Source: an optimization exercise on an open RTL-to-GDS flow (aim: small area and a short achievable clock period). Production flows keep margins and buffers that such runs may drop. At most, simulation tests tie the RTL to the original design; equivalence was not proved.

Setup of wip/xenon:
Design pressure_count_linearizer, start of the top module:
module pressure_count_linearizer (
    input  logic                  clk,
    input  logic                  rst_n,
    input  logic                  cfg_we,
    input  logic [pcl_pkg::CFG_IDX_W-1:0]  cfg_index,
    input  logic [pcl_pkg::CFG_DATA_W-1:0] cfg_data,
    input  logic                  start,
    output logic                  busy,
    input  logic [pcl_pkg::COUNT_W-1:0]    factory_count,
    input  logic [pcl_pkg::COUNT_W-1:0]    raw_count,
    output logic                  done,
    output logic [pcl_pkg::OUT_W-1:0]      pressure_utorr,
    output logic [pcl_pkg::RANGE_W-1:0]    display_range
);
    assign busy = 1'b0;
    logic               mode_r;
    logic signed [10:0] ot_r;
    logic signed [14:0] om_r;
    logic               we_t, we_m;
    logic [14:0]        cfg_d;
    logic signed [10:0] ot_raw, ot_cl;
    logic signed [14:0] om_raw, om_cl;
    always_ff @(posedge clk or negedge rst_n) begin
        if (!rst_n) begin
            mode_r <= 1'b0;
            we_t   <= 1'b0;
            we_m   <= 1'b0;
        end else begin
            if (cfg_we && cfg_index == 2'd0)
                mode_r <= cfg_data[0];
            we_t <= cfg_we && cfg_index == 2'd1;
            we_m <= cfg_we && cfg_index == 2'd2;
        end
    end
    always_ff @(posedge clk) begin
        cfg_d <= cfg_data;
    end
    always_comb begin
        ot_raw = $signed(cfg_d[10:0]);
        om_raw = $signed(cfg_d[14:0]);
        if (ot_raw > 11'sd700)       ot_cl = 11'sd700;
        else if (ot_raw < -11'sd700) ot_cl = -11'sd700;
        else                         ot_cl = ot_raw;
  ...
Size: ~2400 cells after synthesis, about 90 I/O pins, about 24000 um2 of cells after synthesis.
Settings: LEC_CHECK=0, CAP_MARGIN=20, CORE_MARGIN=2, CORE_UTILIZATION=40, SLEW_MARGIN=20; clock period 12.0 ns.
standard.sh (not shown) runs the stock make flow with config.mk's settings and CLKGATE_MAP_FILE= SYNTH_SCRIPT=/design/flow/synth_recipe.tcl, a recipe that flattens the netlist after the stock synthesis.
==> flow/flow/run.sh <==
#!/bin/bash
# Standard layout, with one netlist step between synthesis and floorplan:
# polfix.py picks the polarity of each full adder so that fewer inverters are
# needed (a full adder with all inputs inverted gives both outputs inverted).
# Registers, their names and cell types are those of the standard synthesis.
set -e
cd "$(dirname "$0")/.."
bash standard.sh synth > synth.log 2>&1
R=orfs/results/sky130hd/pressure_count_linearizer/base
cp $R/1_2_yosys.v 1_2_yosys.standard.v
python3 flow/polfix.py 1_2_yosys.standard.v $R/1_2_yosys.v > polfix.log 2>&1
touch $R/1_2_yosys.v
bash standard.sh SETUP_SLACK_MARGIN=8.8 finish > layout.log 2>&1
Other scripts of this flow, unchanged in this note and not shown: flow/flow/polfix.py
--- input diff wip/xenon..wip/harbor ---
diff --git a/flow/flow/run.sh b/flow/flow/run.sh
--- a/flow/flow/run.sh
+++ b/flow/flow/run.sh
@@ -13 +13 @@
-bash standard.sh SETUP_SLACK_MARGIN=8.8 finish > layout.log 2>&1
+bash standard.sh SETUP_SLACK_MARGIN=8.3 finish > layout.log 2>&1
## What came out
Looking at count of nets after finishing, wip/harbor sits 115 below wip/xenon. Top layer reached by signal wires = met5: wip/harbor; top layer reached by signal wires = met4: wip/xenon. Compared wip/xenon against wip/harbor; setup TNS within noise. Summary — met1 routed wirelength after detailed routing, wip/harbor relative to wip/xenon: lower, by 1.2 mm. Final-layout non-clock buffer area share (wip/harbor over wip/xenon): decrease, 3.8 points. Cmp wip/harbor vs wip/xenon: final weighted congestion in routability-driven placement higher in wip/harbor. Detailed route, wip/harbor vs wip/xenon: via total lower for wip/harbor.
## Diff of input files: wip/zinc against wip/harbor
diff --git a/flow/flow/run.sh b/flow/flow/run.sh
--- a/flow/flow/run.sh
+++ b/flow/flow/run.sh
@@ -13 +13 @@
-bash standard.sh SETUP_SLACK_MARGIN=8.3 finish > layout.log 2>&1
+bash standard.sh SETUP_SLACK_MARGIN=8 finish > layout.log 2>&1
==> summary.txt <==
Via count of the first global-routing pass of wip/zinc falls short of that of wip/harbor slightly. Summary of wip/zinc over wip/harbor: routed wire length -570 um; final worst-path cycle share went up 2.9 points; maximum number of pins on one net before global-route repair higher. Looking only at total track usage, and setting everything else aside, the lower value of wip/harbor and wip/zinc goes to wip/zinc. Of wip/harbor and wip/zinc, the higher cell area belongs to wip/harbor. Fraction of area in registers (lower): wip/harbor. Of the two values seen for timing endpoint of the critical path, s2_kb[30]$_DFF_P_ was produced by wip/harbor and s2_kb[36]$_DFF_P_ by wip/zinc. Summary of wip/zinc over wip/harbor: layout-stage area growth over the synthesis result shrank by 1.0 points.
Setup changes, wip/zinc to wip/garnet
diff --git a/flow/flow/run.sh b/flow/flow/run.sh
--- a/flow/flow/run.sh
+++ b/flow/flow/run.sh
@@ -13 +13 @@
-bash standard.sh SETUP_SLACK_MARGIN=8 finish > layout.log 2>&1
+bash standard.sh finish > layout.log 2>&1
==> summary.txt <==
- wip/garnet has completed all stages; timing, DRC and antenna checks passed.
- In wip/garnet, the synthesis-to-finish area growth came out 0.98 points below the value in wip/zinc.
- Setup slack is higher on wip/zinc
- Looking at wip/zinc and wip/garnet, the total global-route track usage is a wash.
- Compared to wip/zinc, wip/garnet has actual slew at the worst max-slew pin 0.017 ns higher.


== run a ==
pressure_count_linearizer, a different RTL version from the one above (not shown whole).
Size in the first run: ~2700 cells after synthesis, ~280 flip-flops, ~90 I/O pins, about 0.025 sq mm of cells after synthesis.
Design pressure_count_linearizer, start of the top module:
module pressure_count_linearizer (
    input  logic                  clk,
    input  logic                  rst_n,
    input  logic                  cfg_we,
    input  logic [pcl_pkg::CFG_IDX_W-1:0]  cfg_index,
    input  logic [pcl_pkg::CFG_DATA_W-1:0] cfg_data,
    input  logic                  start,
    output logic                  busy,
    input  logic [pcl_pkg::COUNT_W-1:0]    factory_count,
    input  logic [pcl_pkg::COUNT_W-1:0]    raw_count,
    output logic                  done,
    output logic [pcl_pkg::OUT_W-1:0]      pressure_utorr,
    output logic [pcl_pkg::RANGE_W-1:0]    display_range
);
    assign busy = 1'b0;
    logic               mode_r;
    logic signed [10:0] ot_r;
    logic signed [14:0] om_r;
    logic               we_t, we_m;
    logic [14:0]        cfg_d;
    logic signed [10:0] ot_raw, ot_cl;
    logic signed [14:0] om_raw, om_cl;
    always_ff @(posedge clk or negedge rst_n) begin
        if (!rst_n) begin
            mode_r <= 1'b0;
            we_t   <= 1'b0;
            we_m   <= 1'b0;
        end else begin
            if (cfg_we && cfg_index == 2'd0)
                mode_r <= cfg_data[0];
            we_t <= cfg_we && cfg_index == 2'd1;
            we_m <= cfg_we && cfg_index == 2'd2;
        end
    end
    always_ff @(posedge clk) begin
        cfg_d <= cfg_data;
    end
    always_comb begin
        ot_raw = $signed(cfg_d[10:0]);
        om_raw = $signed(cfg_d[14:0]);
        if (ot_raw > 11'sd700)       ot_cl = 11'sd700;
        else if (ot_raw < -11'sd700) ot_cl = -11'sd700;
        else                         ot_cl = ot_raw;
        if (om_raw > 15'sd10000)       om_cl = 15'sd10000;
        else if (om_raw < -15'sd10000) om_cl = -15'sd10000;
        else                           om_cl = om_raw;
    end
    always_ff @(posedge clk or negedge rst_n) begin
        if (!rst_n) begin
            ot_r <= '0;
            om_r <= '0;
        end else begin
            if (we_t) ot_r <= ot_cl;
            if (we_m) om_r <= om_cl;
        end
    end
    logic        s1_valid;
    logic        s1_mode;
    logic [15:0] s1_v;
    always_ff @(posedge clk or negedge rst_n) begin
        if (!rst_n) s1_valid <= 1'b0;
        else        s1_valid <= start;
    end
    always_ff @(posedge clk) begin
        s1_mode <= mode_r;
        s1_v    <= mode_r ? raw_count : factory_count;
    end
  ...
Settings: LEC_CHECK=0, CAP_MARGIN=20, CORE_MARGIN=2, CORE_UTILIZATION=40, SLEW_MARGIN=20; clock period 12.0 ns.
run.sh (not shown) runs the stock make flow with config.mk's settings and CLKGATE_MAP_FILE= SYNTH_SCRIPT=/design/flow/synth_recipe.tcl, a recipe that flattens the netlist after the stock synthesis.
Stock flow here: none of the scripts above is used.
Run a completed every stage of the flow, and the final layout passed the timing, DRC and antenna checks.
Input changes introduced in run b (baseline for comparison: run a):
Settings: a change of SLEW_MARGIN from 20 to 75; a change of CAP_MARGIN from 20 to 50.
==> summary.txt <==
Run b did not stop at any stage, and its layout met the timing, DRC and antenna checks.
Run a | status: complete | timing, DRC, antenna: pass
Setup slack after placement (run b over run a): increase, 0.32 ns
Run b against run a: global-route wire length before repair neither gained nor lost much, post-detailed-route wirelength per cell now smaller, final cell count went up 1.4%.
No run of this note included a check of the RTL's function; only the layout flow was run.


run 1:
Another version of the RTL of pressure_count_linearizer (not shown whole).
// pressure_count_linearizer
module pressure_count_linearizer (
    input  logic                  clk,
    input  logic                  rst_n,
    input  logic                  cfg_we,
    input  logic [pcl_pkg::CFG_IDX_W-1:0]  cfg_index,
    input  logic [pcl_pkg::CFG_DATA_W-1:0] cfg_data,
    input  logic                  start,
    output logic                  busy,
    input  logic [pcl_pkg::COUNT_W-1:0]    factory_count,
    input  logic [pcl_pkg::COUNT_W-1:0]    raw_count,
    output logic                  done,
    output logic [pcl_pkg::OUT_W-1:0]      pressure_utorr,
    output logic [pcl_pkg::RANGE_W-1:0]    display_range
);
    assign busy = 1'b0;
    logic               mode_r;
    logic signed [10:0] ot_r;
    logic signed [14:0] om_r;
    logic signed [10:0] ot_raw, ot_cl;
    logic signed [14:0] om_raw, om_cl;
    always_comb begin
        ot_raw = $signed(cfg_data[10:0]);
        om_raw = $signed(cfg_data[14:0]);
        if (ot_raw > 11'sd700)       ot_cl = 11'sd700;
        else if (ot_raw < -11'sd700) ot_cl = -11'sd700;
        else                         ot_cl = ot_raw;
        if (om_raw > 15'sd10000)       om_cl = 15'sd10000;
        else if (om_raw < -15'sd10000) om_cl = -15'sd10000;
        else                           om_cl = om_raw;
    end
    always_ff @(posedge clk or negedge rst_n) begin
        if (!rst_n) begin
            mode_r <= 1'b0;
            ot_r   <= '0;
            om_r   <= '0;
        end else if (cfg_we) begin
            case (cfg_index)
  ...
export LEC_CHECK = 0
export CAP_MARGIN = 20
export CORE_MARGIN = 2
export CORE_UTILIZATION = 60
export SLEW_MARGIN = 20
create_clock -name core_clock -period 12.0 [get_ports {clk}]
standard.sh (not shown) runs the stock make flow with config.mk's settings and CLKGATE_MAP_FILE= SYNTH_SCRIPT=/design/flow/synth_recipe.tcl, a recipe that flattens the netlist after the stock synthesis.
==> flow/flow/run.sh <==
#!/bin/bash
# Standard layout, with one netlist step between synthesis and floorplan:
# polfix.py picks the polarity of each full adder so that fewer inverters are
# needed (a full adder with all inputs inverted gives both outputs inverted).
# Registers, their names and cell types are those of the standard synthesis.
set -e
cd "$(dirname "$0")/.."
bash standard.sh synth > synth.log 2>&1
R=orfs/results/sky130hd/pressure_count_linearizer/base
cp $R/1_2_yosys.v 1_2_yosys.standard.v
python3 flow/polfix.py 1_2_yosys.standard.v $R/1_2_yosys.v > polfix.log 2>&1
touch $R/1_2_yosys.v
bash standard.sh SETUP_SLACK_MARGIN=8.5 finish > layout.log 2>&1
Other scripts of this flow, unchanged in this note and not shown: flow/flow/polfix.py
Run 1 finished all stages; the layout is clean.
What run 2 does differently from run 1 at the input level:
- CORE_UTILIZATION: 60 -> 66
diff --git a/flow/flow/run.sh b/flow/flow/run.sh
--- a/flow/flow/run.sh
+++ b/flow/flow/run.sh
@@ -13 +13 @@
-bash standard.sh SETUP_SLACK_MARGIN=8.5 finish > layout.log 2>&1
+bash standard.sh SETUP_SLACK_MARGIN=8.3 finish > layout.log 2>&1
### Flow results
Compared with run 1, run 2 shows a higher met3 capacity usage during global routing. On non-clock buffer share of cell area, run 1 and run 2 are neck and neck. Re non-clock inverter count in the final layout: no difference whatsoever between run 2 and run 1. | HPWL after detailed placement | run 2 vs run 1 | 0.47% higher |. Worst slack at placement delta (run 2 − run 1): unfavourable. Comparing run 1 and run 2, portion of the clock cycle consumed by the worst path in the final layout is lower on run 1. Compared to run 1, run 2 was floorplanned on a smaller die.
Relative to run 2, the following input files were edited for run 3:
- a change of CORE_UTILIZATION from 66 to 40
==> comparison <==
From run 2 to run 3 the numbers moved as follows: period utilization went down.


pressure_count_linearizer again, from the RTL that the note above started with.
Settings: LEC_CHECK=0, CAP_MARGIN=20, CORE_MARGIN=2, CORE_UTILIZATION=60, SLEW_MARGIN=20; clock period 12.0 ns.
==> flow/flow/run.sh <==
#!/bin/bash
# Standard layout, with one netlist step between synthesis and floorplan:
# polfix.py picks the polarity of each full adder so that fewer inverters are
# needed (a full adder with all inputs inverted gives both outputs inverted).
# Registers, their names and cell types are those of the standard synthesis.
set -e
cd "$(dirname "$0")/.."
bash standard.sh synth > synth.log 2>&1
R=orfs/results/sky130hd/pressure_count_linearizer/base
cp $R/1_2_yosys.v 1_2_yosys.standard.v
python3 flow/polfix.py 1_2_yosys.standard.v $R/1_2_yosys.v > polfix.log 2>&1
touch $R/1_2_yosys.v
bash standard.sh SETUP_SLACK_MARGIN=8.3 finish > layout.log 2>&1
Other scripts of this flow, unchanged in this note and not shown: flow/flow/polfix.py
==> next run, changes <==
CORE_UTILIZATION = 75   (was 60)
What happened: Now the flow never finished: it broke off in global routing, error GRT-0232; synthesized area does not change; synthesized cell count is unchanged.


Another version of the RTL of pressure_count_linearizer (not shown whole).
Size: ~190 flip-flops, ~22000 um2 of cells after synthesis.
make LEC_CHECK=0 CAP_MARGIN=20 CORE_MARGIN=2 CORE_UTILIZATION=65 SLEW_MARGIN=20 finish   # period 12.0 ns
run.sh (not shown) runs the stock make flow with config.mk's settings and CLKGATE_MAP_FILE= SYNTH_SCRIPT=/design/flow/synth_recipe.tcl, a recipe that flattens the netlist after the stock synthesis.
Stock flow here: none of the scripts above is used.
Then changed:
--- a/flow/config.mk
+++ b/flow/config.mk
@@ -10 +10 @@
-export CORE_UTILIZATION = 65
+export CORE_UTILIZATION = 40
After rerunning:
- final cell count goes up by 10%
- critical path depth stays the same
- wire length climbs by 7.3%
- maximum frequency falls by 0.96%
No functional check of the RTL was part of any run of this note.


RTL: one of the versions met above, not the one the previous note started from.
Size: ~2,300 cells after synthesis, about 0.023 mm2 of cells after synthesis.
clock: 12.0 ns
lec_check: 0
cap_margin: 20
core_margin: 2
core_utilization: 60
cts_buf_list: sky130_fd_sc_hd__clkbuf_4 sky130_fd_sc_hd__clkbuf_8
cts_cluster_size: 50
slew_margin: 20
standard.sh (not shown) runs the stock make flow with config.mk's settings and CLKGATE_MAP_FILE= SYNTH_SCRIPT=/design/flow/synth_recipe.tcl, a recipe that flattens the netlist after the stock synthesis.
==> flow/flow/run.sh <==
#!/bin/bash
# Standard layout, with one netlist step between synthesis and floorplan:
# polfix.py picks the polarity of each full adder so that fewer inverters are
# needed (a full adder with all inputs inverted gives both outputs inverted).
# Registers, their names and cell types are those of the standard synthesis.
set -e
cd "$(dirname "$0")/.."
bash standard.sh synth > synth.log 2>&1
R=orfs/results/sky130hd/pressure_count_linearizer/base
cp $R/1_2_yosys.v 1_2_yosys.standard.v
python3 flow/polfix.py 1_2_yosys.standard.v $R/1_2_yosys.v > polfix.log 2>&1
touch $R/1_2_yosys.v
bash standard.sh SETUP_SLACK_MARGIN=8.2 finish > layout.log 2>&1
Other scripts of this flow, unchanged in this note and not shown: flow/flow/polfix.py
Change:
--- a/flow/flow/run.sh
+++ b/flow/flow/run.sh
@@ -13 +13 @@
-bash standard.sh SETUP_SLACK_MARGIN=8.2 finish > layout.log 2>&1
+bash standard.sh SETUP_SLACK_MARGIN=8.3 finish > layout.log 2>&1
Result: Setup slack improved by 0.012 ns. Hold slack improved by 0.013 ns. Global-route usage rises by 0.40 points. Synthesized cell count does not change. Register-to-register slack is about the same. Via count falls by 0.61%. Area after synthesis stays the same. Cell area falls by about 0.6%. Routed wire length is about the same. Non-clock buffer count falls by 10.

==> static timing again, ports no longer ideal <==
Ports are ideal in the flow. The routed layouts listed here were re-timed in OpenROAD.
Step 1 sets driving cells, clkbuf_16 on the clock port and buf_2 on the other inputs (assumed; they add their load-dependent delay and slew).
Step 2 adds t to the input delays and takes it off the output delays; t is the mean of the earliest and latest rising clock arrival at the registers after step 1. Input paths then give back, and output paths get back, about the clock's delay inside the block.
a / b / c = ideal / step 1 / step 2; a / b = the first two.
run	t (ns)	setup slack, ns	hold slack, ns	worst register clock-pin slew, ns
wip/xenon	0.637	8.428 / 8.428 / 8.235	0.349 / 0.349 / 0.349	0.07 / 0.07
wip/harbor	0.631	8.297 / 8.297 / 7.761	0.353 / 0.353 / 0.353	0.07 / 0.07
wip/zinc	0.631	7.954 / 7.954 / 7.567	0.352 / 0.352 / 0.352	0.07 / 0.07
wip/garnet	0.629	7.400 / 7.400 / 7.400	0.353 / 0.353 / 0.353	0.07 / 0.07
run a	0.624	7.300 / 7.300 / 7.300	0.347 / 0.347 / 0.347	0.06 / 0.06
run b	0.622	7.735 / 7.735 / 7.735	0.347 / 0.347 / 0.347	0.07 / 0.07
run 1	0.645	8.209 / 8.209 / 7.914	0.353 / 0.353 / 0.353	0.08 / 0.08
run 2	0.639	8.080 / 8.080 / 7.693	0.348 / 0.348 / 0.348	0.08 / 0.08
run 3	0.621	8.288 / 8.288 / 7.741	0.347 / 0.347 / 0.347	0.06 / 0.06
the first run of note 4	0.603	8.320 / 8.320 / 7.765	0.347 / 0.347 / 0.347	0.07 / 0.07
the first run of note 5	0.510	6.199 / 6.199 / 6.199	0.358 / 0.358 / 0.358	0.07 / 0.07
the second run of note 5	0.536	6.143 / 6.143 / 6.143	0.350 / 0.350 / 0.350	0.08 / 0.08
the first run of note 6	0.682	8.255 / 8.255 / 7.622	0.336 / 0.336 / 0.336	0.07 / 0.07
the second run of note 6	0.693	8.267 / 8.267 / 7.658	0.349 / 0.349 / 0.349	0.07 / 0.07
After both steps setup and hold are still met in every run listed. The setup slack of the first run of note 6, which loses most, moves by 0.000 ns with the drivers and by -0.633 ns with both steps.
